This is an optimization exercise on Yosys and OpenROAD, whose aim is small area and a short achievable clock period, not a production implementation.
Where RTL was checked, it was by simulation tests only, not by an equivalence proof against the original.

==> try-fjord: inputs <==
Design alu_32, start of the top module:
module alu_32
(
  input  logic              clk,
  input  logic              rst,
  input  logic [2:0]        ALU_OP,
  input  logic [alu_32_pkg::DATA_W-1:0] A,
  input  logic [alu_32_pkg::DATA_W-1:0] B,
  input  logic              C_I,
  output logic [alu_32_pkg::DATA_W-1:0] R,
  output logic              C_O
);
clock: 11.0 ns
lec_check: 0
cap_margin: 20
core_margin: 2
core_utilization: 40
setup_slack_margin: 1.5
slew_margin: 20
synth_hierarchical: 1
synth_minimum_keep_size: 0
standard.sh (not shown) runs the stock make flow with config.mk's settings and CLKGATE_MAP_FILE= SYNTH_SCRIPT=/design/flow/synth_recipe.tcl, a recipe that flattens the netlist after the stock synthesis.
==> flow/flow/run.sh <==
#!/bin/bash
# Layout flow: the standard synthesis, then every combinational cell set to the
# smallest drive of its family (the layout's repair steps size up again where
# timing, slew or capacitance need it), then the standard layout steps with
# small port buffers. Each step's full output goes to a log file here.
set -euo pipefail
R=$PWD/orfs/results/$FLOW_PLATFORM/alu_32/base
LIB=$FLOW_HOME/platforms/$FLOW_PLATFORM/lib/sky130_fd_sc_hd__tt_025C_1v80.lib
EXTRA=()
[[ -f flow/extra.txt ]] && mapfile -t EXTRA < <(grep -v '^#' flow/extra.txt | grep .)
bash standard.sh "${EXTRA[@]}" "$R/1_2_yosys.v" > synth.log 2>&1
cp "$R/1_2_yosys.v" yosys_std.v
python3 flow/downsize.py "$LIB" yosys_std.v "$R/1_2_yosys.v" > downsize.log 2>&1
bash standard.sh "${EXTRA[@]}" finish > layout.log 2>&1
Other scripts of this flow, unchanged in this note and not shown: flow/flow/downsize.py, flow/flow/extra.txt
==> try-amber: changes against try-fjord <==
--- a/flow/design.v
+++ b/flow/design.v
@@ -707,12 +707,29 @@
 module alu_32_c_xnor2 (input logic a, input logic b, output logic y);
   assign y = ~(a ^ b);
 endmodule
 module alu_32_c_xor2 (input logic a, input logic b, output logic y);
   assign y = a ^ b;
 endmodule
+module alu_32_mx
+(
+  input  logic s,
+  input  logic a,
+  input  logic b,
+  output logic y
+);
+  assign y = s ? a : b;
+endmodule
+module alu_32_x2
+(
+  input  logic a,
+  input  logic b,
+  output logic y
+);
+  assign y = a ^ b;
+endmodule
 module alu_32_fa
 (
   input  logic a,
   input  logic b,
   input  logic c,
   output logic s,
@@ -1626,13 +1643,13 @@
   logic fc_223;
   logic fs_224;
   logic fc_224;
   logic [DATA_W-1:0] t1, t2;      
   logic [DATA_W-1:0] sufb;        
   logic              hi_pp;       
-  logic              lo_ovf;
+  logic              c_one, c_zero;
   logic              is_add, is_sub, is_mul, is_slt, inv_b;
   logic              sel_s, sel_p, sel_g, sel_n, sel_slt, sel_c, sel_ovf;
   logic [DATA_W-1:0] x, y, s, pr, gn;
   logic              ci, co, slt;
   logic [DATA_W-1:0] r_d, r_q;
   logic              c_d, c_q;
@@ -2228,23 +2245,23 @@
   alu_32_fa u_fa_219 (.a(fs_158), .b(fc_189), .c(fs_190), .s(fs_219), .co(fc_219));
   alu_32_fa u_fa_220 (.a(fs_160), .b(fc_190), .c(fs_191), .s(fs_220), .co(fc_220));
   alu_32_fa u_fa_221 (.a(fs_162), .b(fc_191), .c(fs_192), .s(fs_221), .co(fc_221));
   alu_32_fa u_fa_222 (.a(fs_164), .b(fc_192), .c(fs_193), .s(fs_222), .co(fc_222));
   alu_32_fa u_fa_223 (.a(fs_166), .b(fc_193), .c(fs_194), .s(fs_223), .co(fc_223));
   alu_32_fa u_fa_224 (.a(fs_168), .b(fc_194), .c(fs_195), .s(fs_224), .co(fc_224));
+  alu_32_x2 u_px_0 (.a(fc_223), .b(fs_224), .y(px_0));
   assign t1 = {fc_222, fc_221, fc_220, fc_219, fc_218, fc_217, fc_216, fc_215, fc_214, fc_213, fc_212, fc_211, fc_210, fc_209, fc_208, fc_207, fc_206, fc_205, fc_204, fc_203, fc_202, fc_201, fc_200, fc_199, fc_198, fc_197, fc_196, hc_29, hc_28, hs_28, pp_0_1, bneg_0};
   assign t2 = {fs_223, fs_222, fs_221, fs_220, fs_219, fs_218, fs_217, fs_216, fs_215, fs_214, fs_213, fs_212, fs_211, fs_210, fs_209, fs_208, fs_207, fs_206, fs_205, fs_204, fs_203, fs_202, fs_201, fs_200, fs_199, fs_198, fs_197, fs_196, hs_29, pp_1_0, 1'b0, pp_0_0};
   always_comb begin
     sufb[DATA_W-1] = B[DATA_W-1];
     for (int k = DATA_W-2; k >= 0; k--) sufb[k] = sufb[k+1] | B[k];
   end
   always_comb begin
     hi_pp = 1'b0;
     for (int i = 1; i < DATA_W; i++) hi_pp = hi_pp | (A[i] & sufb[DATA_W-i]);
   end
-  assign lo_ovf = fc_223 ^ fs_224 ^ co;
   assign is_add  = (ALU_OP == OP_ADD);
   assign is_sub  = (ALU_OP == OP_SUB);
   assign is_mul  = (ALU_OP == OP_MULT);
   assign is_slt  = (ALU_OP == OP_SLT);
   assign inv_b   = is_sub | is_slt;
   assign sel_s   = ~rst & (is_add | is_sub | is_mul);
@@ -2269,13 +2286,15 @@
   assign slt = pr[DATA_W-1] ? s[DATA_W-1] : x[DATA_W-1];
   assign r_d = ({DATA_W{sel_s}} & s)
              | ({DATA_W{sel_p}} & pr)
              | ({DATA_W{sel_g}} & ~gn)
              | ({DATA_W{sel_n}} & ~(pr | ~gn))
              | {{(DATA_W-1){1'b0}}, sel_slt & slt};
-  assign c_d = (sel_c & co) | (sel_ovf & (hi_pp | lo_ovf));
+  assign c_one  = sel_c | (sel_ovf & (hi_pp | ~px_0));
+  assign c_zero = sel_ovf & (hi_pp | px_0);
+  alu_32_mx u_cmx (.s(co), .a(c_one), .b(c_zero), .y(c_d));
   always_ff @(posedge clk) begin
     r_q <= r_d;
     c_q <= c_d;
   end
   assign R   = r_q;
   assign C_O = c_q;
- SETUP_SLACK_MARGIN: 1.5 -> 3.4
- TNS_END_PERCENT: default -> 0
==> try-violet: changes against try-fjord <==
--- a/flow/design.v
+++ b/flow/design.v
@@ -707,12 +707,29 @@
 module alu_32_c_xnor2 (input logic a, input logic b, output logic y);
   assign y = ~(a ^ b);
 endmodule
 module alu_32_c_xor2 (input logic a, input logic b, output logic y);
   assign y = a ^ b;
 endmodule
+module alu_32_mx
+(
+  input  logic s,
+  input  logic a,
+  input  logic b,
+  output logic y
+);
+  assign y = s ? a : b;
+endmodule
+module alu_32_x2
+(
+  input  logic a,
+  input  logic b,
+  output logic y
+);
+  assign y = a ^ b;
+endmodule
 module alu_32_fa
 (
   input  logic a,
   input  logic b,
   input  logic c,
   output logic s,
@@ -1626,13 +1643,13 @@
   logic fc_223;
   logic fs_224;
   logic fc_224;
   logic [DATA_W-1:0] t1, t2;      
   logic [DATA_W-1:0] sufb;        
   logic              hi_pp;       
-  logic              lo_ovf;
+  logic              c_one, c_zero;
   logic              is_add, is_sub, is_mul, is_slt, inv_b;
   logic              sel_s, sel_p, sel_g, sel_n, sel_slt, sel_c, sel_ovf;
   logic [DATA_W-1:0] x, y, s, pr, gn;
   logic              ci, co, slt;
   logic [DATA_W-1:0] r_d, r_q;
   logic              c_d, c_q;
@@ -2228,23 +2245,23 @@
   alu_32_fa u_fa_219 (.a(fs_158), .b(fc_189), .c(fs_190), .s(fs_219), .co(fc_219));
   alu_32_fa u_fa_220 (.a(fs_160), .b(fc_190), .c(fs_191), .s(fs_220), .co(fc_220));
   alu_32_fa u_fa_221 (.a(fs_162), .b(fc_191), .c(fs_192), .s(fs_221), .co(fc_221));
   alu_32_fa u_fa_222 (.a(fs_164), .b(fc_192), .c(fs_193), .s(fs_222), .co(fc_222));
   alu_32_fa u_fa_223 (.a(fs_166), .b(fc_193), .c(fs_194), .s(fs_223), .co(fc_223));
   alu_32_fa u_fa_224 (.a(fs_168), .b(fc_194), .c(fs_195), .s(fs_224), .co(fc_224));
+  alu_32_x2 u_px_0 (.a(fc_223), .b(fs_224), .y(px_0));
   assign t1 = {fc_222, fc_221, fc_220, fc_219, fc_218, fc_217, fc_216, fc_215, fc_214, fc_213, fc_212, fc_211, fc_210, fc_209, fc_208, fc_207, fc_206, fc_205, fc_204, fc_203, fc_202, fc_201, fc_200, fc_199, fc_198, fc_197, fc_196, hc_29, hc_28, hs_28, pp_0_1, bneg_0};
   assign t2 = {fs_223, fs_222, fs_221, fs_220, fs_219, fs_218, fs_217, fs_216, fs_215, fs_214, fs_213, fs_212, fs_211, fs_210, fs_209, fs_208, fs_207, fs_206, fs_205, fs_204, fs_203, fs_202, fs_201, fs_200, fs_199, fs_198, fs_197, fs_196, hs_29, pp_1_0, 1'b0, pp_0_0};
   always_comb begin
     sufb[DATA_W-1] = B[DATA_W-1];
     for (int k = DATA_W-2; k >= 0; k--) sufb[k] = sufb[k+1] | B[k];
   end
   always_comb begin
     hi_pp = 1'b0;
     for (int i = 1; i < DATA_W; i++) hi_pp = hi_pp | (A[i] & sufb[DATA_W-i]);
   end
-  assign lo_ovf = fc_223 ^ fs_224 ^ co;
   assign is_add  = (ALU_OP == OP_ADD);
   assign is_sub  = (ALU_OP == OP_SUB);
   assign is_mul  = (ALU_OP == OP_MULT);
   assign is_slt  = (ALU_OP == OP_SLT);
   assign inv_b   = is_sub | is_slt;
   assign sel_s   = ~rst & (is_add | is_sub | is_mul);
@@ -2269,13 +2286,15 @@
   assign slt = pr[DATA_W-1] ? s[DATA_W-1] : x[DATA_W-1];
   assign r_d = ({DATA_W{sel_s}} & s)
              | ({DATA_W{sel_p}} & pr)
              | ({DATA_W{sel_g}} & ~gn)
              | ({DATA_W{sel_n}} & ~(pr | ~gn))
              | {{(DATA_W-1){1'b0}}, sel_slt & slt};
-  assign c_d = (sel_c & co) | (sel_ovf & (hi_pp | lo_ovf));
+  assign c_one  = sel_c | (sel_ovf & (hi_pp | ~px_0));
+  assign c_zero = sel_ovf & (hi_pp | px_0);
+  alu_32_mx u_cmx (.s(co), .a(c_one), .b(c_zero), .y(c_d));
   always_ff @(posedge clk) begin
     r_q <= r_d;
     c_q <= c_d;
   end
   assign R   = r_q;
   assign C_O = c_q;
- CORE_UTILIZATION: 40 -> 50
- SETUP_SLACK_MARGIN: 1.5 -> 3.25
- TNS_END_PERCENT: default -> 0
==> try-yarrow: changes against try-fjord <==
--- a/flow/design.v
+++ b/flow/design.v
@@ -707,12 +707,29 @@
 module alu_32_c_xnor2 (input logic a, input logic b, output logic y);
   assign y = ~(a ^ b);
 endmodule
 module alu_32_c_xor2 (input logic a, input logic b, output logic y);
   assign y = a ^ b;
 endmodule
+module alu_32_mx
+(
+  input  logic s,
+  input  logic a,
+  input  logic b,
+  output logic y
+);
+  assign y = s ? a : b;
+endmodule
+module alu_32_x2
+(
+  input  logic a,
+  input  logic b,
+  output logic y
+);
+  assign y = a ^ b;
+endmodule
 module alu_32_fa
 (
   input  logic a,
   input  logic b,
   input  logic c,
   output logic s,
@@ -1626,13 +1643,13 @@
   logic fc_223;
   logic fs_224;
   logic fc_224;
   logic [DATA_W-1:0] t1, t2;      
   logic [DATA_W-1:0] sufb;        
   logic              hi_pp;       
-  logic              lo_ovf;
+  logic              c_one, c_zero;
   logic              is_add, is_sub, is_mul, is_slt, inv_b;
   logic              sel_s, sel_p, sel_g, sel_n, sel_slt, sel_c, sel_ovf;
   logic [DATA_W-1:0] x, y, s, pr, gn;
   logic              ci, co, slt;
   logic [DATA_W-1:0] r_d, r_q;
   logic              c_d, c_q;
@@ -2228,23 +2245,23 @@
   alu_32_fa u_fa_219 (.a(fs_158), .b(fc_189), .c(fs_190), .s(fs_219), .co(fc_219));
   alu_32_fa u_fa_220 (.a(fs_160), .b(fc_190), .c(fs_191), .s(fs_220), .co(fc_220));
   alu_32_fa u_fa_221 (.a(fs_162), .b(fc_191), .c(fs_192), .s(fs_221), .co(fc_221));
   alu_32_fa u_fa_222 (.a(fs_164), .b(fc_192), .c(fs_193), .s(fs_222), .co(fc_222));
   alu_32_fa u_fa_223 (.a(fs_166), .b(fc_193), .c(fs_194), .s(fs_223), .co(fc_223));
   alu_32_fa u_fa_224 (.a(fs_168), .b(fc_194), .c(fs_195), .s(fs_224), .co(fc_224));
+  alu_32_x2 u_px_0 (.a(fc_223), .b(fs_224), .y(px_0));
   assign t1 = {fc_222, fc_221, fc_220, fc_219, fc_218, fc_217, fc_216, fc_215, fc_214, fc_213, fc_212, fc_211, fc_210, fc_209, fc_208, fc_207, fc_206, fc_205, fc_204, fc_203, fc_202, fc_201, fc_200, fc_199, fc_198, fc_197, fc_196, hc_29, hc_28, hs_28, pp_0_1, bneg_0};
   assign t2 = {fs_223, fs_222, fs_221, fs_220, fs_219, fs_218, fs_217, fs_216, fs_215, fs_214, fs_213, fs_212, fs_211, fs_210, fs_209, fs_208, fs_207, fs_206, fs_205, fs_204, fs_203, fs_202, fs_201, fs_200, fs_199, fs_198, fs_197, fs_196, hs_29, pp_1_0, 1'b0, pp_0_0};
   always_comb begin
     sufb[DATA_W-1] = B[DATA_W-1];
     for (int k = DATA_W-2; k >= 0; k--) sufb[k] = sufb[k+1] | B[k];
   end
   always_comb begin
     hi_pp = 1'b0;
     for (int i = 1; i < DATA_W; i++) hi_pp = hi_pp | (A[i] & sufb[DATA_W-i]);
   end
-  assign lo_ovf = fc_223 ^ fs_224 ^ co;
   assign is_add  = (ALU_OP == OP_ADD);
   assign is_sub  = (ALU_OP == OP_SUB);
   assign is_mul  = (ALU_OP == OP_MULT);
   assign is_slt  = (ALU_OP == OP_SLT);
   assign inv_b   = is_sub | is_slt;
   assign sel_s   = ~rst & (is_add | is_sub | is_mul);
@@ -2269,13 +2286,15 @@
   assign slt = pr[DATA_W-1] ? s[DATA_W-1] : x[DATA_W-1];
   assign r_d = ({DATA_W{sel_s}} & s)
              | ({DATA_W{sel_p}} & pr)
              | ({DATA_W{sel_g}} & ~gn)
              | ({DATA_W{sel_n}} & ~(pr | ~gn))
              | {{(DATA_W-1){1'b0}}, sel_slt & slt};
-  assign c_d = (sel_c & co) | (sel_ovf & (hi_pp | lo_ovf));
+  assign c_one  = sel_c | (sel_ovf & (hi_pp | ~px_0));
+  assign c_zero = sel_ovf & (hi_pp | px_0);
+  alu_32_mx u_cmx (.s(co), .a(c_one), .b(c_zero), .y(c_d));
   always_ff @(posedge clk) begin
     r_q <= r_d;
     c_q <= c_d;
   end
   assign R   = r_q;
   assign C_O = c_q;
- SETUP_SLACK_MARGIN: 1.5 -> 3
- TNS_END_PERCENT: default -> 0
==> results.sh <==
export IMPL_viasPerCell=6.40
export IMPL_nClkBuffers=7
export IMPL_wirelength_um=54100
export IMPL_outcome="complete, no violations"
export IMPL_p_clk_mw=0.173
export IMPL_period_share_pct=68.6
export IMPL_tapCellCount=384
export IMPL_grt_use_met3_pct=5.26
export IMPL_sh_seq_area_pct=4.01
export IMPL_crit_arrival_ns=7.72
-- figures above: try-violet

==> results.sh <==
export IMPL_outcome="complete, no violations"
export IMPL_viasPerCell=6.14
export IMPL_grt_use_met3_pct=5.09
export IMPL_nClkBuffers=7
export IMPL_wirelength_um=53900
export IMPL_tapCellCount=468
export IMPL_sh_seq_area_pct=4.11
export IMPL_crit_arrival_ns=7.99
-- figures above: try-yarrow

==> results.sh <==
export IMPL_outcome="complete, no violations"
export IMPL_p_clk_mw=0.149
export IMPL_viasPerCell=6.22
export IMPL_nClkBuffers=5
export IMPL_crit_arrival_ns=8.94
export IMPL_regMostFlops="r_q"
export IMPL_final_common_cell="xnor2_1"
export IMPL_grt_use_met3_pct=5.44
export IMPL_sh_seq_area_pct=4.20
export IMPL_wirelength_um=52100
export IMPL_dieWidth_um=196
export IMPL_bufAreaShareNonClock_pct=5.20
export IMPL_period_share_pct=79.7
export IMPL_tapCellCount=468
-- figures above: try-fjord

==> results.sh <==
export IMPL_outcome="complete, no violations"
export IMPL_grt_pass1_wl_um=82700
export IMPL_wirelength_um=55800
export IMPL_antenna_found_initial=1
export IMPL_nClkBuffers=7
export IMPL_grt_use_met3_pct=4.66
export IMPL_p_clk_mw=0.149
export IMPL_tapCellCount=468
export IMPL_layout_drive_gt1_share_pct=15.1
export IMPL_wl_met2_um=25500
export IMPL_clk_pin_slew_ns=0.05
export IMPL_crit_arrival_ns=7.62
export IMPL_die_h_um=196
-- figures above: try-amber

The RTL of try-fjord was laid out without a check of its function.

[separate check: timing with driven ports]
How much do the figures lean on ideal ports? The routed layouts below were timed once more, with nothing changed but the port constraints.
Step 1 (the two cells are an assumption about what drives the block):
set clk [get_ports {clk}]
set_driving_cell -lib_cell sky130_fd_sc_hd__clkbuf_16 $clk
set_driving_cell -lib_cell sky130_fd_sc_hd__buf_2 [delete_from_list [all_inputs] $clk]
Step 2 times the ports against the registers' clock, not the clock port: input delays grow and output delays shrink by t, the midpoint of the rising clock arrivals with the driver on.
a / b / c = no drivers / after step 1 / after step 2; a / b = the first two.
run	shift t [ns]	setup WS [ns]	worst data-port slew with drivers (ns)
try-fjord	0.347	2.233 / 2.237 / 1.889	0.08
try-amber	0.343	3.567 / 3.521 / 3.178	0.09
try-violet	0.336	3.452 / 3.453 / 3.118	0.09
try-yarrow	0.344	3.196 / 3.215 / 2.871	0.06
After both steps setup and hold are still met in every run listed. For try-amber, which loses most, drivers alone change the setup slack by -0.046 ns; drivers and shift together by -0.389 ns.
